This is an optimization exercise on Yosys and OpenROAD, whose aim is small area, a short achievable clock period and few clock cycles per item, not a production implementation. RTL that was checked went through simulation tests only; none was proved equivalent to the original.

// conv_stream_mac
module conv_stream_mac
#(
    parameter int DATA_W = 8,
    parameter int KSIZE  = 4,
    parameter int OUT_W  = 16
) (
    input  logic                          clk,
    input  logic                          rst,
    input  logic                          k_valid,
    output logic                          k_ready,
    input  logic [DATA_W-1:0]             k_data,
    input  logic                          in_valid,
    output logic                          in_ready,
    input  logic [KSIZE*KSIZE*DATA_W-1:0] in_window,
    input  logic                          relu_en,
    output logic                          out_valid,
    input  logic                          out_ready,
    output logic [OUT_W-1:0]              out_data,
    output logic                          out_neg,
    output logic                          kernel_ok
);
For scale: ~3200 cells after synthesis, ~680 flip-flops, roughly 0.040 sq mm of cells after synthesis.
export LEC_CHECK = 0
export ABC_AREA = 1
export CAP_MARGIN = 20
export CORE_MARGIN = 2
export CORE_UTILIZATION = 60
export SETUP_SLACK_MARGIN = 2.9
export SLEW_MARGIN = 20
export SYNTH_HIERARCHICAL = 1
create_clock -name core_clock -period 5.5 [get_ports {clk}]
standard.sh (not shown) runs the stock make flow with config.mk's settings and CLKGATE_MAP_FILE= SYNTH_SCRIPT=/design/flow/synth_recipe.tcl, a recipe that flattens the netlist after the stock synthesis.
==> flow/flow/run.sh <==
#!/bin/bash
# Standard layout, but the port buffers are buf_2 cells instead of the
# default choice (a slow delay buffer), so inputs and outputs are not slowed.
set -euo pipefail
export BUFFER_PORTS_ARGS="-buffer_cell sky130_fd_sc_hd__buf_2"
bash standard.sh > standard_flow.log 2>&1
Next try:
--- a/flow/design.v
+++ b/flow/design.v
@@ -60,21 +60,21 @@
     logic         k_fire, in_fire, deliver;
     logic [2:0]   pending;
     logic         full;
     logic         kpend;
     logic [287:0] cs1;
     logic [69:0] cs2;
     logic [32:0] cs3;
     logic [3:1] pv;
     assign deliver  = out_valid && out_ready;
     assign k_ready  = !kernel_ok || kpend;
-    assign in_ready = kernel_ok && !kpend && (!full || out_ready);
+    assign in_ready = kernel_ok && !kpend && !full;
     assign k_fire   = k_valid && k_ready;
     assign in_fire  = in_valid && in_ready;
     always_ff @(posedge clk or posedge rst) begin
         if (rst) begin
             kpend <= 1'b0;
         end else begin
             kpend <= k_valid && kernel_ok && !kpend;
         end
     end
     always_ff @(posedge clk or posedge rst) begin
@@ -92,21 +92,21 @@
             kneg <= ((cnt == 4'd0) ? 11'd0 : kneg) +
                     {4'd0, k_data[7], 1'b0, k_data[5], 1'b0, k_data[3], 1'b0, k_data[1]};
         end
     end
     always_ff @(posedge clk or posedge rst) begin
         if (rst) begin
             pending <= '0;
             full    <= 1'b0;
         end else if (in_fire != deliver) begin
             pending <= in_fire ? pending + 1'b1 : pending - 1'b1;
-            full    <= in_fire ? (pending == 3'd3) : 1'b0;
+            full    <= in_fire ? (pending == 3'd4) : 1'b0;
         end
     end
     always_ff @(posedge clk or posedge rst) begin
         if (rst) begin
             pv <= '0;
         end else begin
             pv <= {pv[2:1], in_fire};
         end
     end
     wire one0_0 = kern[0];
@@ -1829,41 +1829,45 @@
     logic [19:0] row_a, row_b, sum;
     logic        ovf, neg;
     logic [15:0] res;
     assign row_a = {1'b1, cs3[31], cs3[29], cs3[27], cs3[25], cs3[23], cs3[21], cs3[19], cs3[17], cs3[15], cs3[13], cs3[11], cs3[9], cs3[8], cs3[6], cs3[4], cs3[3], cs3[2], cs3[1], cs3[0]};
     assign row_b = {1'b0, cs3[32], cs3[30], cs3[28], cs3[26], cs3[24], cs3[22], cs3[20], cs3[18], cs3[16], cs3[14], cs3[12], cs3[10], 1'b0, cs3[7], cs3[5], 1'b0, 1'b0, 1'b0, 1'b0};
     assign sum   = row_a + row_b;
     assign neg   = sum[19];
     assign ovf   = !((&sum[19:15]) || !(|sum[19:15]));
     assign res   = (relu_en && neg) ? 16'h0000 :
                    ovf ? (neg ? 16'h8000 : 16'h7fff) : sum[15:0];
-    logic [3:0] qv;
+    logic [4:0] qv;
     logic [16:0] q1;
     logic [16:0] q2;
     logic [16:0] q3;
+    logic [16:0] q4;
     assign out_valid = qv[0];
     always_ff @(posedge clk or posedge rst) begin
         if (rst) begin
             qv <= '0;
         end else if (deliver) begin
-            qv <= {1'b0, qv[3:1]} | ({qv[3:1], 1'b1} & ~{1'b1, qv[3:1]} & {4{pv[3]}});
+            qv <= {1'b0, qv[4:1]} | ({qv[4:1], 1'b1} & ~{1'b1, qv[4:1]} & {5{pv[3]}});
         end else begin
-            qv <= qv | ({qv[2:0], 1'b1} & ~qv & {4{pv[3]}});
+            qv <= qv | ({qv[3:0], 1'b1} & ~qv & {5{pv[3]}});
         end
     end
     always_ff @(posedge clk) begin
         if (deliver) begin
             if (qv[1]) {out_neg, out_data} <= q1;
             else if (qv[0] && pv[3]) {out_neg, out_data} <= {neg, res};
             if (qv[2]) q1 <= q2;
             else if (qv[1] && pv[3]) q1 <= {neg, res};
             if (qv[3]) q2 <= q3;
             else if (qv[2] && pv[3]) q2 <= {neg, res};
-            if (qv[3] && pv[3]) q3 <= {neg, res};
+            if (qv[4]) q3 <= q4;
+            else if (qv[3] && pv[3]) q3 <= {neg, res};
+            if (qv[4] && pv[3]) q4 <= {neg, res};
         end else begin
             if (!qv[0] && 1'b1 && pv[3]) {out_neg, out_data} <= {neg, res};
             if (!qv[1] && qv[0] && pv[3]) q1 <= {neg, res};
             if (!qv[2] && qv[1] && pv[3]) q2 <= {neg, res};
             if (!qv[3] && qv[2] && pv[3]) q3 <= {neg, res};
+            if (!qv[4] && qv[3] && pv[3]) q4 <= {neg, res};
         end
     end
 endmodule
After rerunning: Critical path depth stays the same; flip-flop and latch count is higher by 18; final cell count went up by about 0.9%; worst setup slack is better by 0.016 ns; design area goes up by about 1.8%.
Testbench counts after the change, summed over its fixed seeds: cycles 7,632, items 7,200.
The RTL of the first run of this note was laid out without a check of its function.

==> separate check: timing with driven ports <==
The flow's constraints put no driver on any port. The routed layouts listed below were extracted and timed again, unchanged, in two steps. Step 1 sets driving cells, clkbuf_16 on the clock port and buf_2 on the other inputs (assumed; they add their load-dependent delay and slew). Step 2 also shifts input and output timing later by t, the mid clock arrival at the registers, as if the neighbouring blocks saw the same clock. a / b / c = ideal / step 1 / step 2; a / b = the first two.
| run | t, ns | setup slack, ns | hold slack, ns |
|---|---|---|---|
| the first run | 0.686 | 2.885 / 2.833 / 2.238 | 0.351 / 0.351 / 0.351 |
| the second run | 0.682 | 2.901 / 2.901 / 2.311 | 0.329 / 0.329 / 0.329 |
After both steps every run listed still meets setup and hold. The setup slack of the first run, which loses most, moves by -0.052 ns with the drivers and by -0.647 ns with both steps.
